What follows belongs to an exercise in optimizing a design on an open flow for small area and a short achievable clock period; a production flow would make more cautious choices.
Function was checked by simulation only, so behaviour that the tests miss may differ from the original.
Power is estimated from default activity; no workload was simulated.

## run.sh

```bash
#!/bin/bash
# synth_recipe.tcl (not shown) runs the flow's synth.tcl, then flattens the netlist and writes it again
# the make line also repeats each setting of config.mk as NAME=value (left out here)
make -C /OpenROAD-flow-scripts/flow DESIGN_CONFIG=/design/flow/config.mk WORK_HOME=/design/flow/orfs CLKGATE_MAP_FILE= SYNTH_SCRIPT=/design/flow/synth_recipe.tcl finish
```

## constraint.sdc

```tcl
create_clock -name core_clock -period 12.0 [get_ports {clk}]
set_input_delay 2.4000 -clock core_clock [delete_from_list [all_inputs] [get_ports {clk}]]
set_output_delay 2.4000 -clock core_clock [all_outputs]
set_load 0.01 [all_outputs]
```

## design.v

```verilog
package kgp_pkg;
	typedef logic [31:0] word_t;
	typedef logic [4:0]  reg_addr_t;
	typedef logic [4:0]  shamt_t;
	localparam reg_addr_t link_reg = 5'd31;
	localparam word_t     reset_pc = 32'h0000_0000;
	localparam logic [5:0] op_rtype = 6'h00;
	localparam logic [5:0] op_addi  = 6'h01;
	localparam logic [5:0] op_compi = 6'h02;
	localparam logic [5:0] op_lw    = 6'h03;
	localparam logic [5:0] op_sw    = 6'h04;
	localparam logic [5:0] op_br    = 6'h05;
	localparam logic [5:0] op_b     = 6'h06;
	localparam logic [5:0] op_bl    = 6'h07;
	localparam logic [5:0] op_bltz  = 6'h08;
	localparam logic [5:0] op_bz    = 6'h09;
	localparam logic [5:0] op_bnz   = 6'h0a;
	localparam logic [5:0] op_bcy   = 6'h0b;
	localparam logic [5:0] op_bncy  = 6'h0c;
	localparam logic [5:0] fn_add   = 6'h00;
	localparam logic [5:0] fn_comp  = 6'h01;
	localparam logic [5:0] fn_and   = 6'h02;
	localparam logic [5:0] fn_xor   = 6'h03;
	localparam logic [5:0] fn_shll  = 6'h04;
	localparam logic [5:0] fn_shrl  = 6'h05;
	localparam logic [5:0] fn_shra  = 6'h06;
	localparam logic [5:0] fn_shllv = 6'h07;
	localparam logic [5:0] fn_shrlv = 6'h08;
	localparam logic [5:0] fn_shrav = 6'h09;
endpackage
`timescale 1ns/100ps
module control_unit (
	input  kgp_pkg::word_t instr,
	output logic           reg_write,
	output logic           wr_rt,       
	output logic           wr_link,     
	output logic           mem_read,
	output logic           mem_write,
	output logic           use_imm,
	output logic           is_comp,
	output logic           set_carry,
	output logic           res_add,
	output logic           res_and,
	output logic           res_xor,
	output logic           res_shift,
	output logic           shift_left,
	output logic           shift_arith,
	output logic           shift_by_reg,
	output logic           br_br,
	output logic           br_long,     
	output logic           br_short,    
	output logic           br_bl,
	output logic           br_bltz,
	output logic           br_bz,
	output logic           br_bnz,
	output logic           br_bcy,
	output logic           br_bncy
);
	logic [5:0] op;
	logic [5:0] fn;
	logic       rtype;
	logic       f_add, f_comp, f_and, f_xor;
	logic       f_shll, f_shrl, f_shra, f_shllv, f_shrlv, f_shrav;
	logic       o_addi, o_compi, o_lw, o_sw, o_b;
	assign op = instr[31:26];
	assign fn = instr[5:0];
	assign rtype   = (op == kgp_pkg::op_rtype);
	assign f_add   = rtype && (fn == kgp_pkg::fn_add);
	assign f_comp  = rtype && (fn == kgp_pkg::fn_comp);
	assign f_and   = rtype && (fn == kgp_pkg::fn_and);
	assign f_xor   = rtype && (fn == kgp_pkg::fn_xor);
	assign f_shll  = rtype && (fn == kgp_pkg::fn_shll);
	assign f_shrl  = rtype && (fn == kgp_pkg::fn_shrl);
	assign f_shra  = rtype && (fn == kgp_pkg::fn_shra);
	assign f_shllv = rtype && (fn == kgp_pkg::fn_shllv);
	assign f_shrlv = rtype && (fn == kgp_pkg::fn_shrlv);
	assign f_shrav = rtype && (fn == kgp_pkg::fn_shrav);
	assign o_addi  = (op == kgp_pkg::op_addi);
	assign o_compi = (op == kgp_pkg::op_compi);
	assign o_lw    = (op == kgp_pkg::op_lw);
	assign o_sw    = (op == kgp_pkg::op_sw);
	assign o_b     = (op == kgp_pkg::op_b);
	assign br_br   = (op == kgp_pkg::op_br);
	assign br_bl   = (op == kgp_pkg::op_bl);
	assign br_bltz = (op == kgp_pkg::op_bltz);
	assign br_bz   = (op == kgp_pkg::op_bz);
	assign br_bnz  = (op == kgp_pkg::op_bnz);
	assign br_bcy  = (op == kgp_pkg::op_bcy);
	assign br_bncy = (op == kgp_pkg::op_bncy);
	assign res_add      = f_add || f_comp || o_addi || o_compi;
	assign res_and      = f_and;
	assign res_xor      = f_xor;
	assign res_shift    = f_shll || f_shrl || f_shra || f_shllv || f_shrlv || f_shrav;
	assign shift_left   = f_shll || f_shllv;
	assign shift_arith  = f_shra || f_shrav;
	assign shift_by_reg = f_shllv || f_shrlv || f_shrav;
	assign is_comp   = f_comp || o_compi;
	assign use_imm   = o_addi || o_compi || o_lw || o_sw;
	assign set_carry = res_add;
	assign mem_read  = o_lw;
	assign mem_write = o_sw;
	assign wr_rt     = o_lw;
	assign wr_link   = br_bl;
	assign reg_write = res_add || res_and || res_xor || res_shift || o_lw || br_bl;
	assign br_long  = o_b || br_bl || br_bcy || br_bncy;
	assign br_short = br_bltz || br_bz || br_bnz;
endmodule
`timescale 1ns/100ps
module alu (
	input  kgp_pkg::word_t  a,
	input  kgp_pkg::word_t  b,
	input  logic            is_comp,
	input  kgp_pkg::shamt_t shamt,
	input  logic            shift_left,
	input  logic            shift_arith,
	input  logic            res_add,
	input  logic            res_and,
	input  logic            res_xor,
	input  logic            res_shift,
	output logic            carry,
	output kgp_pkg::word_t  result
);
	kgp_pkg::word_t sum;
	kgp_pkg::word_t add_a;
	kgp_pkg::word_t add_b;
	kgp_pkg::word_t sh_in;
	kgp_pkg::word_t sh_out;
	kgp_pkg::word_t shifted;
	logic           fill;
	logic [32:0]    sh_wide;
	assign add_a          = is_comp ? 32'd0 : a;
	assign add_b          = is_comp ? ~b : b;
	assign {carry, sum}   = {1'b0, add_a} + {1'b0, add_b} + 33'(is_comp);
	always_comb begin
		for (int i = 0; i < 32; i++) begin
			sh_in[i] = shift_left ? a[31 - i] : a[i];
		end
	end
	assign fill    = shift_arith & a[31];
	assign sh_wide = $signed({fill, sh_in}) >>> shamt;
	assign sh_out  = sh_wide[31:0];
	always_comb begin
		for (int i = 0; i < 32; i++) begin
			shifted[i] = shift_left ? sh_out[31 - i] : sh_out[i];
		end
	end
	assign result = ({32{res_add}}   & sum)
	              | ({32{res_and}}   & (a & b))
	              | ({32{res_xor}}   & (a ^ b))
	              | ({32{res_shift}} & shifted);
endmodule
module addr_adder (
	input  kgp_pkg::word_t a,
	input  logic [15:0]    imm,
	output kgp_pkg::word_t sum
);
	assign sum = a + {{16{imm[15]}}, imm};
endmodule
`timescale 1ns/100ps
module read_port (
	input  logic [31:0]           sel,
	input  logic [32 * 32 - 1:0]  regs,
	output kgp_pkg::word_t        data
);
	always_comb begin
		data = '0;
		for (int i = 0; i < 32; i++) begin
			data = data | ({32{sel[i]}} & regs[i * 32 +: 32]);
		end
	end
endmodule
`timescale 1ns/100ps
module branch_unit (
	input  logic [25:0]    target,
	input  kgp_pkg::word_t rs_data,
	input  kgp_pkg::word_t pc_plus4,
	input  logic           carry_q,
	input  logic           br_br,
	input  logic           br_long,
	input  logic           br_bcy,
	input  logic           br_bncy,
	input  logic           br_bltz,
	input  logic           br_bz,
	input  logic           br_bnz,
	output kgp_pkg::word_t next_pc
);
	logic rs_zero;
	logic take_long;
	logic take_short;
	assign rs_zero    = (rs_data == '0);
	assign take_long  = (br_long && !br_bcy && !br_bncy) || (br_bcy && carry_q) || (br_bncy && !carry_q);
	assign take_short = (br_bltz && rs_data[31]) || (br_bz && rs_zero) || (br_bnz && !rs_zero);
	always_comb begin
		if (br_br) begin
			next_pc = rs_data;
		end else if (take_long) begin
			next_pc = {4'b0000, target, 2'b00};
		end else if (take_short) begin
			next_pc = {9'd0, target[20:0], 2'b00};
		end else begin
			next_pc = pc_plus4;
		end
	end
endmodule
`timescale 1ns/100ps
module kgp_core (
	input  logic           clk,
	input  logic           arst_n,
	output kgp_pkg::word_t instr_addr,
	input  kgp_pkg::word_t instr,
	output kgp_pkg::word_t mem_addr,
	output kgp_pkg::word_t mem_wdata,
	input  kgp_pkg::word_t mem_rdata,
	output logic           mem_read,
	output logic           mem_write
);
	logic reg_write, wr_rt, wr_link, c_mem_read, c_mem_write, use_imm, is_comp;
	logic set_carry, res_add, res_and, res_xor, res_shift;
	logic shift_left, shift_arith, shift_by_reg;
	logic br_br, br_long, br_short, br_bl, br_bltz, br_bz, br_bnz, br_bcy, br_bncy;
	kgp_pkg::reg_addr_t rs_addr;
	kgp_pkg::reg_addr_t rt_addr;
	kgp_pkg::reg_addr_t wr_addr;
	kgp_pkg::word_t     rs_data;
	kgp_pkg::word_t     rt_data;
	kgp_pkg::word_t     imm_ext;
	kgp_pkg::word_t     alu_b;
	kgp_pkg::word_t     addr;
	kgp_pkg::word_t     alu_result;
	kgp_pkg::word_t     wr_data;
	kgp_pkg::word_t     pc;
	kgp_pkg::word_t     pc_plus4;
	kgp_pkg::word_t     next_pc;
	kgp_pkg::shamt_t    shamt;
	logic               carry;
	logic               carry_q;
	logic [32 * 32 - 1:0] regs;
	logic [31:0]          valid;
	logic [31:0]          we;
	logic [31:0]          rs_sel;
	logic [31:0]          rt_sel;
	assign rs_addr = instr[25:21];
	assign rt_addr = instr[20:16];
	assign imm_ext = {{16{instr[15]}}, instr[15:0]};
	assign alu_b   = use_imm ? imm_ext : rt_data;
	assign shamt   = shift_by_reg ? rt_data[4:0] : instr[10:6];
	assign wr_addr = wr_link ? kgp_pkg::link_reg : (wr_rt ? rt_addr : rs_addr);
	assign wr_data = wr_link ? pc_plus4 : (wr_rt ? mem_rdata : alu_result);
	assign pc_plus4 = pc + 32'd4;
	assign instr_addr = pc;
	assign mem_addr   = addr;
	assign mem_wdata  = rt_data;
	assign mem_read   = c_mem_read;
	assign mem_write  = c_mem_write && arst_n;
	always_comb begin
		for (int i = 0; i < 32; i++) begin
			we[i]     = reg_write && (wr_addr == 5'(i));
			rs_sel[i] = valid[i] && (rs_addr == 5'(i));
			rt_sel[i] = valid[i] && (rt_addr == 5'(i));
		end
	end
	always_ff @(posedge clk or negedge arst_n) begin
		if (!arst_n) begin
			valid <= '0;
		end else begin
			valid <= valid | we;
		end
	end
	for (genvar i = 0; i < 32; i++) begin : g_reg
		always_ff @(posedge clk) begin
			if (we[i]) begin
				regs[i * 32 +: 32] <= wr_data;
			end
		end
	end
	read_port u_rs (
		.sel  (rs_sel),
		.regs (regs),
		.data (rs_data)
	);
	read_port u_rt (
		.sel  (rt_sel),
		.regs (regs),
		.data (rt_data)
	);
	always_ff @(posedge clk or negedge arst_n) begin
		if (!arst_n) begin
			pc      <= kgp_pkg::reset_pc;
			carry_q <= 1'b0;
		end else begin
			pc <= next_pc;
			if (set_carry) begin
				carry_q <= carry;
			end
		end
	end
	control_unit u_control (
		.instr        (instr),
		.reg_write    (reg_write),
		.wr_rt        (wr_rt),
		.wr_link      (wr_link),
		.mem_read     (c_mem_read),
		.mem_write    (c_mem_write),
		.use_imm      (use_imm),
		.is_comp      (is_comp),
		.set_carry    (set_carry),
		.res_add      (res_add),
		.res_and      (res_and),
		.res_xor      (res_xor),
		.res_shift    (res_shift),
		.shift_left   (shift_left),
		.shift_arith  (shift_arith),
		.shift_by_reg (shift_by_reg),
		.br_br        (br_br),
		.br_long      (br_long),
		.br_short     (br_short),
		.br_bl        (br_bl),
		.br_bltz      (br_bltz),
		.br_bz        (br_bz),
		.br_bnz       (br_bnz),
		.br_bcy       (br_bcy),
		.br_bncy      (br_bncy)
	);
	alu u_alu (
		.a           (rs_data),
		.b           (alu_b),
		.is_comp     (is_comp),
		.shamt       (shamt),
		.shift_left  (shift_left),
		.shift_arith (shift_arith),
		.res_add     (res_add),
		.res_and     (res_and),
		.res_xor     (res_xor),
		.res_shift   (res_shift),
		.carry       (carry),
		.result      (alu_result)
	);
	addr_adder u_addr (
		.a   (rs_data),
		.imm (instr[15:0]),
		.sum (addr)
	);
	branch_unit u_branch (
		.target   (instr[25:0]),
		.rs_data  (rs_data),
		.pc_plus4 (pc_plus4),
		.carry_q  (carry_q),
		.br_br    (br_br),
		.br_long  (br_long),
		.br_bcy   (br_bcy),
		.br_bncy  (br_bncy),
		.br_bltz  (br_bltz),
		.br_bz    (br_bz),
		.br_bnz   (br_bnz),
		.next_pc  (next_pc)
	);
endmodule
```

## config.mk

```make
export PLATFORM = sky130hd
export DESIGN_NAME = kgp_core
export DESIGN_NICKNAME = kgp_core
export VERILOG_FILES = /design/flow/design.v
export SDC_FILE = /design/flow/constraint.sdc
export NUM_CORES = 4
export LEC_CHECK = 0
export CAP_MARGIN = 20
export CORE_MARGIN = 2
export CORE_UTILIZATION = 50
export CTS_BUF_LIST = sky130_fd_sc_hd__clkbuf_8
export CTS_CLUSTER_SIZE = 30
export SETUP_SLACK_MARGIN = 3.5
export SLEW_MARGIN = 20
export SYNTH_HIERARCHICAL = 1
export SYNTH_MINIMUM_KEEP_SIZE = 1000
```

==> flow_summary_export.csv, run 1 <==
group,metric,value,unit
logic_synthesis,netlist_area,0.0545,mm2
setup_path,critPathRequiredTime,9.60,ns
cts,clockBufferDepth,3,
global_routing,grt_max_degree,57,
timing,rsz0062_at_grt,"yes",
power_and_ir_drop,finalPower,0.00832,W
cts,cts_buffers,177,
cts,clk_pin_slew,0.06,ns
timing,relSlewSlack,19.5,%
timing,period_share,75.8,%
hold_path,hp-class,"reg -> reg",
power_and_ir_drop,cellLeakagePower,23.5,nW
placement,dp_hpwl,167,mm
cts,cts_tree,"yes",
routing,ant_nets,0,
routing,wl,259,mm
timing,max_slew.worst_pin.slew,1.20,ns
routing,num_vias,47900,
setup_path,path_cells,"buf_16 > and3b_2 > buf_4 > buf_12 > and3_4 > a22oi_1 > nand4_1 > or4_4 > ha_4 > a211oi_2 > nand2_1 > a311o_1 > o21ai_2 > o22ai_4 > a221oi_4 > o211a_1 > o21ai_2 > a31oi_1 > xnor2_1 > buf_2",
setup_path,path_max_fanout,13,
cts,clock_latency,0.90,ns
logic_synthesis,ys_ff_latch,1089,
logic_synthesis,yosys.area.top_type,"edfxtp_1",
timing,clock-skew-final,0.0571,ns
global_routing,grt_pass1_vias,43900,
global_routing,grt_usage,45.1,%
die,ios,164,
logic_synthesis,ys_async_sr_fraction,5.97,%
placement,post-place-ws,1.20,ns
die,coreArea,0.109,mm2
power_and_ir_drop,vdd_drop_max,0.0000917,V
timing,finalCriticalPeriod,9.09,ns
die,rows,121,
timing,fin_setup_tns,0,ns
setup_path,critPathKind,"in -> out",
timing,hold_ws,0.503,ns
setup_path,cp.arrival,6.69,ns
finish,fin_nets,4909,
setup_path,startpoint_type,"input port",
routing,firstDrtPassIters,7,
finish,syn_to_final_growth,19.0,%
placement,gp_congestion,1.03,
setup_path,critPathSlowestCell,"or4_4",
timing,fmax,0.110,GHz
cts,hold_buffers,0,
routing,route.detailed.drc,0,
die,die_w,334,um
die,dieArea,0.112,mm2
logic_synthesis,yosys.area.top_type_share,56.4,%
routing,wl_per_cell,40.9,um
logic_synthesis,synth_area_leaders,"edfxtp_1 56%, a22oi_1 14%, nand4_1 3.2%",
timing,setup_ws,2.91,ns
global_routing,antenna_found_initial,26,
logic_synthesis,synth.distinct_cells,81,
logic_synthesis,ys_top_cells_by_count,"1032 x a22oi_1, 1024 x edfxtp_1, 275 x nand4_1",
timing,final_hold_viol_count,0,
cts,cts-htree-levels,4,
placement,port-buffer-count,163,
die,dieHeight,334,um
timing,slew_violations,0,
setup_path,endpoint_kind,"output port",
logic_synthesis,synth_most_common_cell,"a22oi_1",
global_routing,grt_pass1_wl,349,mm
power_and_ir_drop,p_per_area,128,mW/mm2
finish,postLayoutCoreUtil,59.8,%
logic_synthesis,synth_enable_flop_cells,1024,
routing,via_per_inst,7.58,
logic_synthesis,ys.warnings.count,10,
logic_synthesis,avgSynthCellArea,12.6,um2
logic_synthesis,postSynthNetCount,4486,
flow_run,maxCapViolCount,0,
setup_path,crit_top_cell,"o21ai_2",
logic_synthesis,synth_ff_type,"edfxtp_1",
outcome,status,"finished clean",
cts,cts-root-buf,"clkbuf_8",
finish,drive_above_1_share,20.2,%
global_routing,grt_overflow,0,
cts,cts.sinks,1089,
routing,drt_iter0_drc,9185,
logic_synthesis,ys_seq_area_share,59.4,%
logic_synthesis,synth_cells,4323,
die,start_util,50.2,%
setup_path,cpPeakStageDelay,0.69,ns
timing,setup_violations,0,
cell type report:
cell class              count  area, um2
inverters                  32        120
clock buffers             183       2520
flip-flops and latches   1089      32400
multi-input cells        2922      22300
well taps                1414       1770
diodes                     17       42.5
clock inverters           137        907
repair buffers            524       4850
fillers                  8675      43700
placed cells by master (no fill, tap or decap), types with 81 or more instances in the layout:
master / count
edfxtp_1: 1024
a22oi_1: 1007
buf_4: 302
nand4_1: 275
clkbuf_8: 183
nand2_1: 169
mux2i_1: 150
clkdlybuf4s50_1: 126
o21ai_0: 115
nor2_1: 97
a21oi_1: 93
xnor2_1: 89
inv_1: 87
ha_1: 81
cell families after synthesis:
kind of cell / Yosys count / synth area share (%)
buffers and inverters: 338 / 2.97
muxes: 178 / 3.43
AOI/OAI and AO/OA: 1548 / 20.4
adders and majority gates: 97 / 2.25
DFF: 1089 / 59.4
xor gates and xnor gates: 116 / 1.86
and+or+nand+nor: 957 / 9.73
worst max-delay path, delay by kind of cell:
family	cells	cell delay, ns
compound gates	9	1.78
simple gates	5	1.60
xor+xnor	1	0.13
fa+ha+maj	1	0.21
buf+inv	4	0.54
flip-flops by register name, summed over array words and instances (netlist names):
| register | cells |
|---|---|
| regs | 1024 |
| pc | 32 |
| valid | 32 |
| carry_q | 1 |
path summary, 6_finish.rpt:
kind,depth (start not counted),slack [ns],startpoint,endpoint
max,20,2.91,instr[25],mem_addr[30]
max in group asynchronous,2,9.43,arst_n,pc[16]
min in group asynchronous,1,1.51,arst_n,valid[4]
max reg2reg,14,5.24,valid[20],regs[267]
min reg2reg,1,0.50,valid[7],valid[7]
min,1,0.50,valid[7],valid[7]
routing by layer:
layer	track usage, %	wire [um]
met5	2.82	481
met4	28.0	19700
met3	18.7	40900
met2	62.1	104000
met1	58.5	93100
where the power goes:
| group | internal [W] | total, W | leakage [nW] | switching (W) |
|---|---|---|---|---|
| registers | 0.00417 | 0.00427 | 11.2 | 0.0000963 |
| clock network | 0.00159 | 0.00319 | 1.94 | 0.00160 |
| logic | 0.000335 | 0.000857 | 10.4 | 0.000522 |
modules after synthesis (local to each module, per instance):
module / area, um2 / flops+latches
kgp_core: 43800 / 1089
read_port: 5380 / 0
per-stage QoR:
step                area (um2)  std cells
CTS                      64300       6262
global route             64800       6303
global placement         58500       5777
finish                   64900       6318
floorplan                54700       4323
detailed placement       58500       5777
what timing repair did:
item / in CTS / in global routing
gates resized for setup: 327 / 70
buffers inserted: 137 / 37
pin swaps: 126 / 69
setup endpoints to repair: 751 / 384
gates cloned: 28 / 1
==> run 2, diff against run 1 <==
--- a/design.v
+++ b/design.v
@@ -108,52 +108,2 @@
 `timescale 1ns/100ps
-module alu (
-	input  kgp_pkg::word_t  a,
-	input  kgp_pkg::word_t  b,
-	input  logic            is_comp,
-	input  kgp_pkg::shamt_t shamt,
-	input  logic            shift_left,
-	input  logic            shift_arith,
-	input  logic            res_add,
-	input  logic            res_and,
-	input  logic            res_xor,
-	input  logic            res_shift,
-	output logic            carry,
-	output kgp_pkg::word_t  result
-);
-	kgp_pkg::word_t sum;
-	kgp_pkg::word_t add_a;
-	kgp_pkg::word_t add_b;
-	kgp_pkg::word_t sh_in;
-	kgp_pkg::word_t sh_out;
-	kgp_pkg::word_t shifted;
-	logic           fill;
-	logic [32:0]    sh_wide;
-	assign add_a          = is_comp ? 32'd0 : a;
-	assign add_b          = is_comp ? ~b : b;
-	assign {carry, sum}   = {1'b0, add_a} + {1'b0, add_b} + 33'(is_comp);
-	always_comb begin
-		for (int i = 0; i < 32; i++) begin
-			sh_in[i] = shift_left ? a[31 - i] : a[i];
-		end
-	end
-	assign fill    = shift_arith & a[31];
-	assign sh_wide = $signed({fill, sh_in}) >>> shamt;
-	assign sh_out  = sh_wide[31:0];
-	always_comb begin
-		for (int i = 0; i < 32; i++) begin
-			shifted[i] = shift_left ? sh_out[31 - i] : sh_out[i];
-		end
-	end
-	assign result = ({32{res_add}}   & sum)
-	              | ({32{res_and}}   & (a & b))
-	              | ({32{res_xor}}   & (a ^ b))
-	              | ({32{res_shift}} & shifted);
-endmodule
-module addr_adder (
-	input  kgp_pkg::word_t a,
-	input  logic [15:0]    imm,
-	output kgp_pkg::word_t sum
-);
-	assign sum = a + {{16{imm[15]}}, imm};
-endmodule
 `timescale 1ns/100ps
@@ -171,32 +121,10 @@
 endmodule
-`timescale 1ns/100ps
-module branch_unit (
-	input  logic [25:0]    target,
-	input  kgp_pkg::word_t rs_data,
-	input  kgp_pkg::word_t pc_plus4,
-	input  logic           carry_q,
-	input  logic           br_br,
-	input  logic           br_long,
-	input  logic           br_bcy,
-	input  logic           br_bncy,
-	input  logic           br_bltz,
-	input  logic           br_bz,
-	input  logic           br_bnz,
-	output kgp_pkg::word_t next_pc
+module read_decode (
+	input  kgp_pkg::reg_addr_t addr,
+	input  logic [31:0]        valid,
+	output logic [31:0]        sel
 );
-	logic rs_zero;
-	logic take_long;
-	logic take_short;
-	assign rs_zero    = (rs_data == '0);
-	assign take_long  = (br_long && !br_bcy && !br_bncy) || (br_bcy && carry_q) || (br_bncy && !carry_q);
-	assign take_short = (br_bltz && rs_data[31]) || (br_bz && rs_zero) || (br_bnz && !rs_zero);
 	always_comb begin
-		if (br_br) begin
-			next_pc = rs_data;
-		end else if (take_long) begin
-			next_pc = {4'b0000, target, 2'b00};
-		end else if (take_short) begin
-			next_pc = {9'd0, target[20:0], 2'b00};
-		end else begin
-			next_pc = pc_plus4;
+		for (int i = 0; i < 32; i++) begin
+			sel[i] = valid[i] && (addr == 5'(i));
 		end
@@ -205,2 +133,3 @@
 `timescale 1ns/100ps
+`timescale 1ns/100ps
 module kgp_core (
@@ -257,4 +186,2 @@
 			we[i]     = reg_write && (wr_addr == 5'(i));
-			rs_sel[i] = valid[i] && (rs_addr == 5'(i));
-			rt_sel[i] = valid[i] && (rt_addr == 5'(i));
 		end
@@ -275,12 +202,6 @@
 	end
-	read_port u_rs (
-		.sel  (rs_sel),
-		.regs (regs),
-		.data (rs_data)
-	);
-	read_port u_rt (
-		.sel  (rt_sel),
-		.regs (regs),
-		.data (rt_data)
-	);
+	read_decode u_rs_dec (.addr (rs_addr), .valid (valid), .sel (rs_sel));
+	read_decode u_rt_dec (.addr (rt_addr), .valid (valid), .sel (rt_sel));
+	read_port u_rs (.sel (rs_sel), .regs (regs), .data (rs_data));
+	read_port u_rt (.sel (rt_sel), .regs (regs), .data (rt_data));
 	always_ff @(posedge clk or negedge arst_n) begin
@@ -323,35 +244,48 @@
 	);
-	alu u_alu (
-		.a           (rs_data),
-		.b           (alu_b),
-		.is_comp     (is_comp),
-		.shamt       (shamt),
-		.shift_left  (shift_left),
-		.shift_arith (shift_arith),
-		.res_add     (res_add),
-		.res_and     (res_and),
-		.res_xor     (res_xor),
-		.res_shift   (res_shift),
-		.carry       (carry),
-		.result      (alu_result)
-	);
-	addr_adder u_addr (
-		.a   (rs_data),
-		.imm (instr[15:0]),
-		.sum (addr)
-	);
-	branch_unit u_branch (
-		.target   (instr[25:0]),
-		.rs_data  (rs_data),
-		.pc_plus4 (pc_plus4),
-		.carry_q  (carry_q),
-		.br_br    (br_br),
-		.br_long  (br_long),
-		.br_bcy   (br_bcy),
-		.br_bncy  (br_bncy),
-		.br_bltz  (br_bltz),
-		.br_bz    (br_bz),
-		.br_bnz   (br_bnz),
-		.next_pc  (next_pc)
-	);
+	kgp_pkg::word_t add_a;
+	kgp_pkg::word_t add_b;
+	kgp_pkg::word_t sum;
+	kgp_pkg::word_t sh_in;
+	kgp_pkg::word_t sh_out;
+	kgp_pkg::word_t shifted;
+	logic           fill;
+	logic [32:0]    sh_wide;
+	assign add_a        = is_comp ? 32'd0 : rs_data;
+	assign add_b        = is_comp ? ~alu_b : alu_b;
+	assign {carry, sum} = {1'b0, add_a} + {1'b0, add_b} + 33'(is_comp);
+	always_comb begin
+		for (int i = 0; i < 32; i++) begin
+			sh_in[i] = shift_left ? rs_data[31 - i] : rs_data[i];
+		end
+	end
+	assign fill    = shift_arith & rs_data[31];
+	assign sh_wide = $signed({fill, sh_in}) >>> shamt;
+	assign sh_out  = sh_wide[31:0];
+	always_comb begin
+		for (int i = 0; i < 32; i++) begin
+			shifted[i] = shift_left ? sh_out[31 - i] : sh_out[i];
+		end
+	end
+	assign alu_result = ({32{res_add}}   & sum)
+	                  | ({32{res_and}}   & (rs_data & alu_b))
+	                  | ({32{res_xor}}   & (rs_data ^ alu_b))
+	                  | ({32{res_shift}} & shifted);
+	assign addr = rs_data + imm_ext;
+	logic rs_zero;
+	logic take_long;
+	logic take_short;
+	assign rs_zero    = (rs_data == '0);
+	assign take_long  = (br_long && !br_bcy && !br_bncy) || (br_bcy && carry_q) || (br_bncy && !carry_q);
+	assign take_short = (br_bltz && rs_data[31]) || (br_bz && rs_zero) || (br_bnz && !rs_zero);
+	always_comb begin
+		if (br_br) begin
+			next_pc = rs_data;
+		end else if (take_long) begin
+			next_pc = {4'b0000, instr[25:0], 2'b00};
+		end else if (take_short) begin
+			next_pc = {9'd0, instr[20:0], 2'b00};
+		end else begin
+			next_pc = pc_plus4;
+		end
+	end
 endmodule
--- a/config.mk
+++ b/config.mk
@@ -9,3 +9,3 @@
 export CORE_MARGIN = 2
-export CORE_UTILIZATION = 50
+export CORE_UTILIZATION = 55
 export CTS_BUF_LIST = sky130_fd_sc_hd__clkbuf_8
@@ -15,2 +15,2 @@
 export SYNTH_HIERARCHICAL = 1
-export SYNTH_MINIMUM_KEEP_SIZE = 1000
+export SYNTH_MINIMUM_KEEP_SIZE = 150
==> run 2 against run 1 <==
  * Synthesized cell count is 3.7% lower
  * Sequential share of layout area is 0.44 points higher
  * Critical path depth is 1 lower
  * Critical endpoint is now mem_addr[31]
  * Routed wire length is 2.0% lower
  * Largest cell class unchanged
  * First-iteration DRC count is 12% higher
  * Clock power is 5% lower
  * Largest power group unchanged
  * Register-to-register slack better by 0.16 ns
  * Synthesized area is 1.2% lower
  * Via count is 0.11% higher
  * Highest routed layer unchanged
==> flow_summary_export.csv, run 2 <==
group,metric,value,unit
timing,clock-skew-final,0.0571,ns
die,start_util,55.6,%
global_routing,grt_usage,49.2,%
cts,clock_latency,0.90,ns
setup_path,crit_top_cell,"a21oi_2",
logic_synthesis,synth_cells,4165,
finish,final_cells,6051,
cts,cts_buffers,171,
power_and_ir_drop,pwr-share-clk,36.6,%
setup_path,critPathKind,"in -> out",
power_and_ir_drop,pwr-share-seq,51.7,%
die,dieArea,0.100,mm2
placement,gp_congestion,1.04,
placement,dp_hpwl,152,mm
setup_path,worst-path-buf-inv,5,
global_routing,grt_pass1_vias,44100,
timing,final_hold_viol_count,0,
die,coreArea,0.0969,mm2
setup_path,endpoint_kind,"output port",
global_routing,antenna_found_initial,25,
finish,largest_register_ffs,1024,
cts,cts-htree-levels,4,
cts,cts-root-buf,"clkbuf_8",
timing,rsz0062_at_grt,"yes",
die,ios,164,
routing,route.detailed.drc,0,
die,die_w,317,um
power_and_ir_drop,sw_frac_of_total,26.7,%
timing,finalCriticalPeriod,9.00,ns
logic_synthesis,ys.warnings.count,9,
power_and_ir_drop,vdd_drop_max,0.000127,V
cts,clk_pin_slew,0.07,ns
finish,final_cell_mix,"1024 x edfxtp_1, 993 x a22oi_1, 301 x buf_4",
global_routing,grt_overflow,0,
setup_path,path_cells,"buf_12 > buf_4 > nor3b_4 > and3_4 > buf_4 > a22oi_1 > nand4_1 > or4_4 > ha_4 > inv_1 > o21bai_1 > a21oi_2 > o21ai_2 > a211oi_4 > a21oi_2 > a211o_1 > a21oi_2 > xnor2_1 > buf_2",
setup_path,cp.arrival,6.60,ns
finish,drive_above_1_share,22.2,%
power_and_ir_drop,pwr-share-comb,11.7,%
finish,postLayoutCoreUtil,66.4,%
routing,ant_nets,0,
power_and_ir_drop,cellLeakagePower,22.4,nW
finish,seqCellArea,0.0324,mm2
power_and_ir_drop,switchingPower,0.00222,W
routing,via_per_inst,7.92,
timing,slew_violations,0,
finish,multiInputGateArea,0.0219,mm2
global_routing,grt_pass1_wl,341,mm
finish,largest_register,"regs",
setup_path,startpoint_type,"input port",
setup_path,path_max_fanout,9,
routing,num_vias,48000,
placement,port-buffer-count,163,
routing,drt_iter0_drc,10300,
flow_run,maxCapViolCount,0,
logic_synthesis,postSynthNetCount,4328,
global_routing,grt_max_degree,61,
timing,fmax,0.111,GHz
setup_path,crit_family,"simple AND/OR/NAND/NOR gates",
setup_path,cpPeakStageDelay,0.60,ns
timing,setup_violations,0,
timing,fin_setup_tns,0,ns
die,dieHeight,317,um
finish,n_fill_cell,7205,
finish,syn_to_final_growth,19.4,%
routing,wl_per_cell,41.9,um
placement,placed_cells,5512,
routing,wl,254,mm
routing,firstDrtPassIters,8,
cts,cts.sinks,1089,
timing,period_share,75.0,%
timing,max_slew.worst_pin.slew,1.17,ns
finish,fin_nets,4783,
setup_path,critPathSlowestCell,"nor3b_4",
logic_synthesis,netlist_area,0.0539,mm2
power_and_ir_drop,p_per_area,129,mW/mm2
finish,final_common_cell,"edfxtp_1",
cts,clockBufferDepth,3,
cts,cts_tree,"yes",
finish,largestRegisters,"regs: 1024 flops, pc: 32 flops, valid: 32 flops",
die,rows,114,
hold_path,hp-class,"reg -> reg",
timing,relSlewSlack,22.0,%
outcome,status,"finished clean",
logic_synthesis,avgSynthCellArea,12.9,um2
power_and_ir_drop,p_int,0.00607,W
setup_path,critPathRequiredTime,9.60,ns
cts,hold_buffers,0,
==> run 2: changes by cell type in the layout (fill, tap and decap cells not counted), sizes merged, moves of 13 or more <==
cell | before | now
and2 | 35 | 17
o211ai | 32 | 15
mux4 | 5 | 33
a221o | 2 | 22
a21o | 48 | 31
o21ai | 137 | 110
o21bai | 15 | 2
o221ai | 25 | 5
nand2 | 170 | 148
a221oi | 17 | 30
mux2i | 152 | 69
nand3 | 43 | 30
nor2b | 22 | 49
==> run 2: path summary, 6_finish.rpt <==
| check | slack [ns] | to | startpoint | cells past startpoint |
|---|---|---|---|---|
| min in group asynchronous | 1.47 | valid[0] | arst_n | 1 |
| min | 0.51 | valid[1] | valid[1] | 1 |
| min reg2reg | 0.51 | valid[1] | valid[1] | 1 |
| max in group asynchronous | 9.48 | pc[10] | arst_n | 2 |
| max | 3.00 | mem_addr[31] | instr[22] | 19 |
| max reg2reg | 5.40 | regs[208] | valid[2] | 20 |
==> run 2: cell type report <==
| type | count | share of cell area, % |
|---|---|---|
| Sequential cell | 1089 | 50.3 |
| Multi-Input combinational cell | 2778 | 34.1 |
| Timing Repair Buffer | 537 | 7.81 |
| Clock buffer | 178 | 3.81 |
| Tap cell | 1276 | 2.48 |
| Clock inverter | 130 | 1.15 |
| Inverter | 43 | 0.255 |
| Antenna cell | 20 | 0.0778 |
==> run 2: power by group through the flow <==
stage,Clock [W],Combinational [W],Sequential [W]
floorplan,0,0.000411,0.00432
global placement,0,0.000845,0.00434
detailed placement,0,0.000848,0.00434
CTS,0.00302,0.000910,0.00427
global route,0.00318,0.000997,0.00428
finish,0.00303,0.000967,0.00429
==> run 2: layer usage <==
layer / GRT usage (%) / vias up / wire length (um) / part of all wire, %
li1: - / 18300 / - / -
met1: 62.3 / 23100 / 85100 / 34
met2: 65.8 / 5316 / 99000 / 39
met3: 23.8 / 1209 / 46500 / 18
met4: 34.8 / 23 / 22700 / 8.9
met5: 0 / - / 271 / 0.11
==> run 2: through the flow <==
| stage | hold slack [ns] | instance area (um2) | setup WS, ns | total power (W) |
|---|---|---|---|---|
| 3_5_place_dp | 0.477 | 57800 | 1.12 | 0.00519 |
| 6_report | 0.506 | 64300 | 3.00 | 0.00828 |
| 2_1_floorplan | 0.444 | 53900 | 3.55 | 0.00473 |
| 3_3_place_gp | 0.470 | 57800 | 1.17 | 0.00519 |
| 4_1_cts | 0.501 | 63700 | 3.22 | 0.00820 |
| 5_1_grt | 0.527 | 64300 | 3.01 | 0.00845 |
==> run 2: timing repair <==
item | in CTS | in global routing
cloned | 18 | 4
gates resized for setup | 382 | 73
pin swaps | 156 | 57
buffers inserted | 154 | 35
setup endpoints to repair | 374 | 386
==> run 2: worst register-to-register path, delay by kind of cell, from the launching register on <==
family,cells,cell delay [ns]
AOI/OAI and AO/OA,8,2.36
and+or+nand+nor,6,1.82
buffers and inverters,3,0.85
DFF,1,0.55
muxes,1,0.32
adders and majority gates,1,0.27
xor gates and xnor gates,1,0.14
==> run 3, diff against run 2 <==
--- a/config.mk
+++ b/config.mk
@@ -9,3 +9,3 @@
 export CORE_MARGIN = 2
-export CORE_UTILIZATION = 55
+export CORE_UTILIZATION = 50
 export CTS_BUF_LIST = sky130_fd_sc_hd__clkbuf_8
==> run 3 against run 2 <==
  * Largest cell class unchanged
  * Routed wire length shrank 1.0%
  * Sequential cell count is the same
  * Critical path type unchanged
  * Register-to-register slack lost 0.37 ns
  * Clock skew shrank 0.016 ns
  * Clock-buffer cell count shrank 3
==> flow_summary_export.csv, run 3 <==
group,metric,value,unit
finish,final_cells,6148,
outcome,status,"finished clean",
global_routing,antenna_found_initial,34,
setup_path,worst-path-buf-inv,4,
cts,cts.sinks,1089,
setup_path,path_cells,"buf_12 > nor3b_4 > buf_12 > and3_4 > a22oi_2 > nand4_1 > or4_4 > ha_4 > inv_2 > fa_2 > nor2b_2 > o21ai_2 > a211oi_2 > or2_4 > a21o_1 > a21o_1 > a221o_1 > a21oi_2 > xnor2_2 > buf_2",
logic_synthesis,avgSynthCellArea,12.9,um2
die,ios,164,
routing,drt_iter0_drc,8588,
timing,fin_setup_tns,0,ns
finish,postLayoutCoreUtil,60.3,%
logic_synthesis,postSynthNetCount,4328,
setup_path,critPathSlowestCell,"or4_4",
finish,largest_register,"regs",
setup_path,crit_family,"simple AND/OR/NAND/NOR gates",
routing,via_per_inst,7.64,
timing,final_hold_viol_count,0,
setup_path,critPathKind,"in -> out",
finish,fin_nets,4759,
setup_path,startpoint_type,"input port",
setup_path,endpoint_kind,"output port",
die,dieHeight,332,um
timing,fmax,0.110,GHz
timing,rsz0062_at_grt,"yes",
timing,relSlewSlack,15.4,%
timing,max_slew.worst_pin.slew,1.26,ns
logic_synthesis,ys.warnings.count,9,
finish,final_common_cell,"edfxtp_1",
placement,port-buffer-count,163,
power_and_ir_drop,pwr-share-comb,12.2,%
routing,route.detailed.drc,0,
power_and_ir_drop,pwr-share-clk,36.7,%
routing,wl,251,mm
global_routing,grt_usage,43.9,%
global_routing,grt_overflow,0,
power_and_ir_drop,p_int,0.00608,W
power_and_ir_drop,pwr-share-seq,51.2,%
die,coreArea,0.107,mm2
placement,dp_hpwl,149,mm
setup_path,cp.arrival,6.71,ns
global_routing,grt_pass1_wl,338,mm
cts,cts_buffers,175,
setup_path,critPathRequiredTime,9.60,ns
die,dieArea,0.110,mm2
die,start_util,50.4,%
timing,finalCriticalPeriod,9.11,ns
cts,clock_latency,0.90,ns
setup_path,cpPeakStageDelay,0.73,ns
logic_synthesis,netlist_area,0.0539,mm2
power_and_ir_drop,switchingPower,0.00229,W
global_routing,grt_max_degree,61,
routing,wl_per_cell,40.8,um
cts,hold_buffers,0,
routing,firstDrtPassIters,7,
routing,num_vias,46900,
finish,syn_to_final_growth,19.6,%
finish,largest_register_ffs,1024,
finish,final_cell_mix,"1024 x edfxtp_1, 1000 x a22oi_1, 269 x nand4_1",
cts,cts-htree-levels,4,
cts,cts-root-buf,"clkbuf_8",
cts,clockBufferDepth,3,
finish,drive_above_1_share,21.7,%
placement,placed_cells,5597,
power_and_ir_drop,vdd_drop_max,0.000104,V
logic_synthesis,synth_cells,4165,
timing,slew_violations,0,
die,die_w,332,um
finish,largestRegisters,"regs: 1024 flops, pc: 32 flops, valid: 32 flops",
power_and_ir_drop,p_per_area,130,mW/mm2
cts,clk_pin_slew,0.06,ns
timing,period_share,75.9,%
routing,ant_nets,0,
die,rows,120,
flow_run,maxCapViolCount,0,
placement,gp_congestion,1.09,
timing,clock-skew-final,0.0412,ns
setup_path,path_max_fanout,6,
power_and_ir_drop,sw_frac_of_total,27.4,%
timing,setup_violations,0,
global_routing,grt_pass1_vias,42600,
power_and_ir_drop,cellLeakagePower,22.3,nW
cts,cts_tree,"yes",
power_and_ir_drop,finalPower,0.00837,W
hold_path,hp-class,"reg -> reg",
==> run 3: cell count changes in the layout (fill, tap and decap cells not counted), moves of 6 or more <==
cell / delta
a22oi_1: +7
a22oi_2: -7
and3_4: +26
buf_4: -34
buf_6: -10
clkinv_1: -6
clkinv_2: -8
==> run 3: worst reg2reg max path, cell delays in order (launching register included) <==
cell and delay [ns]:
dfrtp_1 0.60, and3_2 0.64, a22oi_1 0.33, nand4_1 0.40, or4_1 0.83, mux2_2 0.39
xnor2_1 0.15, ha_1 0.36, a21oi_1 0.48, o21ai_0 0.31, a31oi_1 0.23, o211ai_1 0.15
a21oi_1 0.41, a21oi_1 0.18, xor2_2 0.38, a221oi_1 0.21, a211oi_4 0.29, buf_6 0.31
==> run 3: power groups by stage <==
| stage | logic (W) | clock network, W | registers [W] |
|---|---|---|---|
| 6_report | 0.00102 | 0.00307 | 0.00428 |
| 5_1_grt | 0.00105 | 0.00323 | 0.00428 |
| 3_5_place_dp | 0.000876 | 0 | 0.00432 |
| 3_3_place_gp | 0.000877 | 0 | 0.00432 |
| 2_1_floorplan | 0.000411 | 0 | 0.00432 |
| 4_1_cts | 0.000948 | 0.00307 | 0.00427 |
==> run 3: final timing paths <==
path,from,to,slack (ns),depth (start not counted)
max,instr[25],mem_addr[18],2.89,20
min,valid[10],valid[10],0.51,1
max reg2reg,valid[7],regs[920],5.03,17
min reg2reg,valid[10],valid[10],0.51,1
max in group asynchronous,arst_n,pc[21],9.50,2
min in group asynchronous,arst_n,valid[4],1.46,1
==> run 3: layout make-up <==
cell class	count	area, um2
inverter	43	163
fill	8462	42500
sequential	1089	32400
clock inverter	126	826
antenna	25	62.6
tap	1403	1760
multi-input combinational	2797	22200
clock buffer	175	2410
timing repair buffer	490	4640
==> run 3: stage by stage <==
step,worst slack (ns),instance area [um2],hold slack (ns)
2_1_floorplan,3.55,53900,0.444
3_3_place_gp,1.28,57600,0.472
3_5_place_dp,1.23,57600,0.467
4_1_cts,3.15,63500,0.494
5_1_grt,2.88,64400,0.519
6_report,2.89,64400,0.507
==> run 3: timing repair <==
action | 4_1_cts | 5_1_grt
gates resized for setup | 378 | 99
endpoints found under the hold margin | 0 | 0
buffers inserted | 136 | 44
pin swaps | 125 | 71
setup endpoints to repair | 641 | 301
cloned | 38 | 6
==> run 3: per-layer routing <==
layer | vias up | wire length (um) | global-route usage (%)
met4 | 34 | 20600 | 28.6
met1 | 23100 | 88000 | 56.6
met2 | 4541 | 99400 | 59.7
met5 | - | 361 | 0
li1 | 18300 | - | -
met3 | 958 | 42500 | 19.4
==> run 4, diff against run 3 <==
--- a/config.mk
+++ b/config.mk
@@ -9,6 +9,6 @@
 export CORE_MARGIN = 2
-export CORE_UTILIZATION = 50
+export CORE_UTILIZATION = 55
 export CTS_BUF_LIST = sky130_fd_sc_hd__clkbuf_8
 export CTS_CLUSTER_SIZE = 30
-export SETUP_SLACK_MARGIN = 3.5
+export SETUP_SLACK_MARGIN = 3.25
 export SLEW_MARGIN = 20
==> run 4 against run 3 <==
  * Still clean on timing, DRC and antenna
  * Maximum frequency increased by 0.89%
  * Clock-buffer cell count increased by 3
  * Synthesized area unchanged
  * Non-clock buffer count increased by 17
  * Global-route usage increased by 5.3 points
  * Synthesized cell count unchanged
==> flow_summary_export.csv, run 4 <==
group,metric,value,unit
finish,drive_above_1_share,21.0,%
cts,cts_buffers,171,
power_and_ir_drop,switchingPower,0.00221,W
power_and_ir_drop,pwr-share-comb,11.5,%
power_and_ir_drop,sw_frac_of_total,26.7,%
power_and_ir_drop,finalPower,0.00827,W
setup_path,crit_family,"simple AND/OR/NAND/NOR gates",
cts,hold_buffers,0,
die,rows,114,
finish,final_common_cell,"edfxtp_1",
finish,syn_to_final_growth,18.5,%
power_and_ir_drop,pwr-share-seq,51.8,%
placement,dp_hpwl,152,mm
routing,num_vias,47900,
setup_path,crit_top_cell,"a21oi_2",
placement,port-buffer-count,163,
die,ios,164,
power_and_ir_drop,pwr-share-clk,36.7,%
power_and_ir_drop,p_per_area,129,mW/mm2
timing,slew_violations,0,
setup_path,path_max_fanout,16,
setup_path,cp.arrival,6.63,ns
global_routing,grt_overflow,0,
cts,cts.sinks,1089,
cts,clock_latency,0.91,ns
setup_path,critPathSlowestCell,"or4_4",
finish,largestRegisters,"regs: 1024 flops, pc: 32 flops, valid: 32 flops",
global_routing,grt_max_degree,61,
finish,fin_nets,4752,
die,dieHeight,317,um
hold_path,hp-class,"reg -> reg",
finish,postLayoutCoreUtil,65.9,%
cts,cts-root-buf,"clkbuf_8",
setup_path,path_cells,"buf_12 > and3b_2 > and3_4 > buf_12 > buf_4 > a22oi_1 > nand4_1 > or4_4 > ha_4 > inv_1 > o21bai_1 > a21oi_2 > o21ai_2 > a211oi_4 > a21oi_2 > a211o_1 > a21oi_2 > xnor2_1 > buf_2",
placement,gp_congestion,1.04,
timing,finalCriticalPeriod,9.03,ns
timing,final_hold_viol_count,0,
placement,placed_cells,5512,
routing,wl,251,mm
finish,final_cells,6024,
timing,setup_violations,0,
power_and_ir_drop,cellLeakagePower,22.2,nW
timing,fmax,0.111,GHz
die,start_util,55.6,%
timing,max_slew.worst_pin.slew,1.13,ns
outcome,status,"finished clean",
logic_synthesis,avgSynthCellArea,12.9,um2
die,coreArea,0.0969,mm2
setup_path,startpoint_type,"input port",
setup_path,critPathKind,"in -> out",
routing,firstDrtPassIters,10,
timing,period_share,75.3,%
routing,via_per_inst,7.96,
timing,relSlewSlack,24.9,%
cts,cts-htree-levels,4,
flow_run,maxCapViolCount,0,
die,dieArea,0.100,mm2
die,die_w,317,um
routing,route.detailed.drc,0,
logic_synthesis,ys.warnings.count,9,
setup_path,critPathRequiredTime,9.60,ns
setup_path,cpPeakStageDelay,0.74,ns
finish,largest_register_ffs,1024,
finish,largest_register,"regs",
timing,fin_setup_tns,0,ns
cts,clk_pin_slew,0.07,ns
global_routing,grt_pass1_vias,44000,
setup_path,worst-path-buf-inv,5,
global_routing,antenna_found_initial,30,
routing,ant_nets,0,
cts,clockBufferDepth,3,
timing,clock-skew-final,0.0723,ns
routing,drt_iter0_drc,10600,
logic_synthesis,netlist_area,0.0539,mm2
finish,final_cell_mix,"1024 x edfxtp_1, 1003 x a22oi_1, 287 x buf_4",
logic_synthesis,synth_cells,4165,
global_routing,grt_usage,49.2,%
timing,rsz0062_at_grt,"yes",
power_and_ir_drop,vdd_drop_max,0.000128,V
timing,hold_ws,0.521,ns
setup_path,endpoint_kind,"output port",
logic_synthesis,postSynthNetCount,4328,
global_routing,grt_pass1_wl,341,mm
routing,wl_per_cell,41.7,um
power_and_ir_drop,p_int,0.00606,W
cts,cts_tree,"yes",
[run 4: path summary, 6_finish.rpt]
check	startpoint	end	slack, ns	cells after the start
max reg2reg	valid[22]	regs[889]	5.12	18
min reg2reg	valid[12]	valid[12]	0.52	1
min	valid[12]	valid[12]	0.52	1
max in group asynchronous	arst_n	pc[10]	9.49	2
min in group asynchronous	arst_n	valid[7]	1.46	1
max	instr[22]	mem_addr[31]	2.97	19
[run 4: metrics by stage]
step,instance area (um2),setup WS [ns]
after floorplan,53900,3.55
after global placement,57800,1.17
after detailed placement,57800,1.12
after CTS,63200,3.09
after global routing,63800,2.89
final,63900,2.97
[run 4: final cells by class]
class | count | area, um2
inverter | 43 | 164
tap | 1276 | 1600
fill | 7241 | 33000
clock inverter | 130 | 739
antenna | 24 | 60.1
sequential | 1089 | 32400
timing repair buffer | 507 | 4740
clock buffer | 178 | 2450
multi-input combinational | 2777 | 21700
[run 4: power groups by stage]
stage               Sequential, W  Clock, W  Combinational (W)
floorplan                 0.00432         0           0.000411
global placement          0.00434         0           0.000845
detailed placement        0.00434         0           0.000848
CTS                       0.00427   0.00302           0.000899
global route              0.00428   0.00318           0.000982
finish                    0.00429   0.00303           0.000951
[run 4: repair_timing]
item | in CTS | in global routing
endpoints found under the setup margin | 99 | 181
pin swaps | 118 | 79
gates resized for setup | 278 | 92
buffers inserted | 124 | 35
gates cloned | 21 | 0
[run 4: routing by layer]
layer,track usage (%),vias to the layer above,wire [um]
met1,62.3,23200,84900
li1,-,18300,-
met5,0,-,235
met4,33.9,22,21900
met2,66.1,5225,99200
met3,23.7,1244,44900
==> run 5, diff against run 4 <==
--- a/config.mk
+++ b/config.mk
@@ -12,3 +12,3 @@
 export CTS_CLUSTER_SIZE = 30
-export SETUP_SLACK_MARGIN = 3.25
+export SETUP_SLACK_MARGIN = 3.0
 export SLEW_MARGIN = 20
==> run 5 against run 4 <==
  * Clock-buffer cell count did not move
  * Hold slack lost 0.00064 ns
  * Utilization decreased by 0.64 points
  * Still clean
  * Setup slack worse by 0.034 ns
  * Combinational power is 2% lower
  * Sequential power barely moved
  * Synthesized cell count unchanged
  * Non-clock buffer count is 34 lower
  * Maximum frequency is 0.38% lower
==> flow_summary_export.csv, run 5 <==
group,metric,value,unit
outcome,status,"finished clean",
setup_path,cpPeakStageDelay,0.73,ns
finish,final_cell_mix,"1024 x edfxtp_1, 1020 x a22oi_1, 276 x buf_4",
setup_path,startpoint_type,"input port",
timing,final_hold_viol_count,0,
routing,drt_iter0_drc,10100,
die,start_util,55.6,%
logic_synthesis,netlist_area,0.0539,mm2
setup_path,critPathKind,"in -> out",
logic_synthesis,synth_cells,4165,
timing,max_slew.worst_pin.slew,1.10,ns
timing,setup_violations,0,
finish,fin_nets,4717,
routing,firstDrtPassIters,10,
cts,cts_tree,"yes",
setup_path,reg2reg_from,"valid[22]",
setup_path,path_max_fanout,14,
power_and_ir_drop,pwr-share-clk,36.7,%
global_routing,antenna_found_initial,26,
timing,relSlewSlack,26.7,%
power_and_ir_drop,cellLeakagePower,22.0,nW
timing,slew_violations,0,
setup_path,crit_family,"simple AND/OR/NAND/NOR gates",
timing,finalCriticalPeriod,9.06,ns
routing,wl_per_cell,41.5,um
placement,port-buffer-count,163,
timing,fmax,0.110,GHz
logic_synthesis,avgSynthCellArea,12.9,um2
timing,rsz0062_at_grt,"yes",
finish,drive_above_1_share,19.2,%
power_and_ir_drop,vdd_drop_max,0.000127,V
flow_run,maxCapViolCount,0,
setup_path,critPathSlowestCell,"or4_4",
global_routing,grt_pass1_vias,43500,
cts,clk_pin_slew,0.07,ns
setup_path,worst-path-buf-inv,5,
placement,gp_congestion,1.04,
die,coreArea,0.0969,mm2
setup_path,cp.arrival,6.66,ns
finish,final_common_cell,"edfxtp_1",
timing,fin_setup_tns,0,ns
finish,multiInputGateArea,0.0215,mm2
placement,dp_hpwl,152,mm
cts,cts_buffers,171,
global_routing,grt_overflow,0,
finish,largestRegisters,"regs: 1024 flops, pc: 32 flops, valid: 32 flops",
cts,clock_latency,0.91,ns
power_and_ir_drop,pwr-share-comb,11.3,%
power_and_ir_drop,switchingPower,0.00219,W
die,ios,164,
setup_path,crit_start,"instr[24]",
die,dieHeight,317,um
power_and_ir_drop,sw_frac_of_total,26.6,%
setup_path,path_cells,"buf_16 > buf_4 > nor2_4 > and3_4 > buf_6 > a22oi_1 > nand4_1 > or4_4 > ha_1 > and2_1 > o21ai_1 > a21oi_4 > buf_4 > a211oi_4 > a21oi_2 > a211o_1 > a21oi_1 > xnor2_1 > buf_2",
finish,largest_register_ffs,1024,
finish,syn_to_final_growth,17.4,%
power_and_ir_drop,pwr-share-seq,52.0,%
routing,route.detailed.drc,0,
power_and_ir_drop,p_int,0.00605,W
setup_path,crit_top_cell,"buf_4",
hold_path,worstHoldStart,"valid[12]",
cts,cts.sinks,1089,
timing,clock-skew-final,0.0527,ns
setup_path,critPathRequiredTime,9.60,ns
finish,seqCellArea,0.0324,mm2
cts,cts-htree-levels,4,
global_routing,grt_usage,48.5,%
die,die_w,317,um
global_routing,grt_max_degree,61,
finish,n_fill_cell,7330,
power_and_ir_drop,p_per_area,130,mW/mm2
setup_path,endpoint_kind,"output port",
routing,via_per_inst,7.91,
routing,num_vias,47400,
die,dieArea,0.100,mm2
logic_synthesis,postSynthNetCount,4328,
placement,post_dp_cell_area,0.0578,mm2
timing,period_share,75.5,%
finish,postLayoutCoreUtil,65.3,%
finish,largest_register,"regs",
routing,ant_nets,0,
cts,hold_buffers,0,
die,rows,114,
cts,clockBufferDepth,3,
logic_synthesis,ys.warnings.count,9,
global_routing,grt_pass1_wl,336,mm
routing,wl,249,mm
timing,setup_ws,2.94,ns
hold_path,hp-class,"reg -> reg",
finish,fin_area,0.0632,mm2
cts,cts-root-buf,"clkbuf_8",
setup_path,reg2reg_setup_slack,5.25,ns
power_and_ir_drop,finalPower,0.00824,W
placement,post-place-ws,1.12,ns
run 5: what timing repair did:
item / in CTS / in global routing
setup endpoints to repair: 63 / 345
cloned: 16 / 4
gates resized for setup: 179 / 81
pin swaps: 72 / 47
setup buffers: 91 / 34
run 5: cell type report:
| cell class | count | area share [%] |
|---|---|---|
| Antenna cell | 28 | 0.111 |
| Clock buffer | 178 | 3.87 |
| Clock inverter | 130 | 1.17 |
| Inverter | 43 | 0.255 |
| Multi-Input combinational cell | 2776 | 33.9 |
| Sequential cell | 1089 | 51.2 |
| Tap cell | 1276 | 2.52 |
| Timing Repair Buffer | 473 | 6.91 |
run 5: per-stage QoR:
step,instances,hold WS [ns]
2_1_floorplan,4165,0.444
4_1_cts,5927,0.501
6_report,5993,0.520
5_1_grt,5973,0.538
3_5_place_dp,5512,0.477
3_3_place_gp,5512,0.470
run 5: routing by layer:
metal  part of all wire [%]  up-vias  global-route usage [%]
met1                     34    22900                    62.1
met4                    8.7       26                    33.8
met5                   0.12        -                    1.33
met2                     40     5033                    65.3
met3                     18     1191                    21.8
li1                       -    18200                       -
run 5: power by group through the flow:
stage               sequential (W)  clock [W]  combinational (W)
detailed placement         0.00434          0           0.000848
global route               0.00428    0.00317           0.000966
finish                     0.00428    0.00303           0.000933
CTS                        0.00427    0.00302           0.000880
global placement           0.00434          0           0.000845
floorplan                  0.00432          0           0.000411
run 5: path summary, 6_finish.rpt:
kind / endpoint / cells after the start
max: mem_addr[31] / 19
min: valid[12] / 1
max reg2reg: regs[889] / 18
min reg2reg: valid[12] / 1
max in group asynchronous: pc[10] / 2
min in group asynchronous: valid[0] / 1
==> run 6, diff against run 5 <==
--- a/design.v
+++ b/design.v
@@ -108,2 +108,9 @@
 `timescale 1ns/100ps
+module addr_adder (
+	input  kgp_pkg::word_t a,
+	input  logic [15:0]    imm,
+	output kgp_pkg::word_t sum
+);
+	assign sum = a + {{16{imm[15]}}, imm};
+endmodule
 `timescale 1ns/100ps
@@ -272,3 +279,7 @@
 	                  | ({32{res_shift}} & shifted);
-	assign addr = rs_data + imm_ext;
+	addr_adder u_addr (
+		.a   (rs_data),
+		.imm (instr[15:0]),
+		.sum (addr)
+	);
 	logic rs_zero;
--- a/config.mk
+++ b/config.mk
@@ -12,3 +12,3 @@
 export CTS_CLUSTER_SIZE = 30
-export SETUP_SLACK_MARGIN = 3.0
+export SETUP_SLACK_MARGIN = 3.5
 export SLEW_MARGIN = 20
==> run 6 against run 5 <==
  * Register-to-register slack lost 0.05 ns
  * Still clean on timing, DRC and antenna
  * Synthesized cell count increased by 3.6%
  * Critical path depth is 2 lower
  * Final area grew 2.5%
  * Global-route usage increased by 0.15 points
  * Utilization is 0.49 points higher
  * Setup slack better by 0.17 ns
  * Via count rose by 3.5%
  * Clock skew down 0.0012 ns
  * Clock-buffer cell count grew 5
==> flow_summary_export.csv, run 6 <==
group,metric,value,unit
hold_path,hp-class,"reg -> reg",
cts,clock_latency,0.92,ns
routing,firstDrtPassIters,14,
power_and_ir_drop,finalPower,0.00832,W
die,dieArea,0.102,mm2
power_and_ir_drop,cellLeakagePower,22.5,nW
global_routing,grt_max_degree,63,
setup_path,critPathSlowestCell,"or4_4",
hold_path,worstHoldStart,"valid[6]",
timing,fmax,0.112,GHz
timing,slew_violations,0,
logic_synthesis,avgSynthCellArea,12.7,um2
timing,rsz0062_at_grt,"yes",
flow_run,maxCapViolCount,0,
global_routing,grt_pass1_wl,345,mm
timing,fin_setup_tns,0,ns
finish,syn_to_final_growth,18.4,%
cts,cts-htree-levels,4,
power_and_ir_drop,p_per_area,128,mW/mm2
setup_path,cpPeakStageDelay,0.73,ns
setup_path,critPathKind,"in -> out",
routing,ant_nets,0,
die,ios,164,
setup_path,reg2reg_setup_slack,5.20,ns
finish,largest_register,"regs",
routing,via_per_inst,7.99,
timing,max_slew.worst_pin.slew,1.23,ns
global_routing,grt_pass1_vias,44600,
cts,hold_buffers,0,
routing,num_vias,49000,
finish,n_fill_cell,7266,
timing,setup_ws,3.10,ns
timing,final_hold_viol_count,0,
placement,gp_congestion,1.04,
finish,fin_nets,4860,
cts,clockBufferDepth,3,
die,die_w,320,um
timing,relSlewSlack,16.9,%
placement,post_dp_cell_area,0.0586,mm2
routing,wl_per_cell,41.6,um
die,rows,115,
timing,finalCriticalPeriod,8.90,ns
timing,setup_violations,0,
cts,cts.sinks,1089,
cts,cts-root-buf,"clkbuf_8",
logic_synthesis,netlist_area,0.0548,mm2
routing,wl,255,mm
logic_synthesis,postSynthNetCount,4476,
placement,post-place-ws,1.41,ns
routing,route.detailed.drc,0,
placement,dp_hpwl,155,mm
finish,largest_register_ffs,1024,
die,coreArea,0.0986,mm2
global_routing,grt_overflow,0,
setup_path,endpoint_kind,"output port",
setup_path,cp.arrival,6.50,ns
power_and_ir_drop,vdd_drop_max,0.000144,V
setup_path,path_cells,"buf_12 > and3_4 > and3_4 > buf_12 > bufbuf_16 > a22oi_2 > nand4_1 > or4_4 > ha_4 > nand2_1 > a21o_1 > a22oi_4 > a311oi_4 > buf_4 > o311a_1 > or3_1 > buf_2",
cts,clk_pin_slew,0.05,ns
finish,drive_above_1_share,20.7,%
placement,port-buffer-count,163,
setup_path,reg2reg_from,"valid[27]",
timing,period_share,74.1,%
setup_path,startpoint_type,"input port",
timing,clock-skew-final,0.0514,ns
setup_path,crit_start,"instr[22]",
cts,cts_buffers,176,
global_routing,grt_usage,48.6,%
finish,largestRegisters,"regs: 1024 flops, pc: 32 flops, valid: 32 flops",
finish,final_common_cell,"edfxtp_1",
logic_synthesis,synth_cells,4313,
global_routing,antenna_found_initial,27,
outcome,status,"finished clean",
finish,fin_area,0.0648,mm2
cts,cts_tree,"yes",
setup_path,path_max_fanout,16,
die,dieHeight,320,um
routing,drt_iter0_drc,10600,
setup_path,critPathRequiredTime,9.60,ns
die,start_util,55.6,%
logic_synthesis,ys.warnings.count,9,
finish,final_cell_mix,"1024 x edfxtp_1, 1004 x a22oi_1, 281 x nand4_1",
-- run 6: worst paths after layout --
check | endpoint | cells past startpoint
min | valid[6] | 1
max in group asynchronous | pc[6] | 2
max | mem_addr[31] | 17
min in group asynchronous | valid[22] | 1
min reg2reg | valid[6] | 1
max reg2reg | regs[536] | 17
-- run 6: power by group --
part           internal (W)  total, W  switching, W
sequential          0.00418   0.00427     0.0000907
combinational      0.000395   0.00102      0.000625
clock               0.00148   0.00303       0.00155
total               0.00606   0.00832       0.00226
-- run 6: area by class of cell --
cell class	count	area, um2	area share (%)
Sequential cell	1089	32400	49.9
Multi-Input combinational cell	2902	22700	35.0
Timing Repair Buffer	489	4740	7.30
Clock buffer	183	2520	3.88
Tap cell	1287	1610	2.48
Clock inverter	130	689	1.06
Inverter	39	146	0.226
Antenna cell	17	42.5	0.0656
-- run 6: critical path, delay by kind of cell --
kind                     cells  cell delay [ns]
AO/OA/AOI/OAI                5             0.96
adder cells (fa/ha/maj)      1             0.33
buffers and inverters        5             0.89
AND/OR/NAND/NOR              6             1.90
-- run 6: through the flow --
step	util, %	cells	hold WS [ns]
floorplan	-	4313	0.444
global placement	59.4	5647	0.469
detailed placement	59.4	5648	0.465
CTS	65.0	6071	0.493
global route	65.7	6121	0.504
finish	65.8	6136	0.506
-- run 6: layer usage --
layer | track usage [%] | part of all wire (%) | wire, um | up-vias
met3 | 23.7 | 17 | 44400 | 1251
li1 | - | - | - | 18800
met4 | 33.2 | 8.4 | 21500 | 44
met5 | 3.64 | 0.43 | 1100 | -
met2 | 65.3 | 40 | 101000 | 5181
met1 | 61.1 | 34 | 86800 | 23800
-- run 6: repair_timing --
| item | in CTS | in global routing |
|---|---|---|
| buffers inserted | 84 | 47 |
| pin swaps | 114 | 87 |
| endpoints found under the setup margin | 390 | 419 |
| resized for setup | 334 | 107 |
| cloned | 26 | 1 |

static timing again, ports no longer ideal:
How much do the figures lean on ideal ports? The routed layouts below were timed once more, with nothing changed but the port constraints.
Step 1 assumes that a clkbuf_16 drives the clock port and a buf_2 every other input.
Step 2 moves the port delays by t, midway between the first and last clock arrival at a register: inputs arrive t later, outputs are due t later. That takes back most of the time a late clock gives input paths.
Three values: no drivers, after step 1, after step 2; two values: the first two.
run	t, ns	setup slack, ns	cell pins on the clock port's net
run 1	0.943	2.906 / 2.684 / 2.552	1
run 2	0.949	3.000 / 2.800 / 2.627	1
run 3	0.955	2.889 / 2.778 / 2.468	1
run 4	0.952	2.970 / 2.797 / 2.271	1
run 5	0.956	2.935 / 2.738 / 2.386	1
run 6	0.964	3.105 / 3.054 / 2.609	1
After both steps setup and hold are still met in every run listed. The setup slack of run 4, which loses most, moves by -0.173 ns with the drivers and by -0.699 ns with both steps.
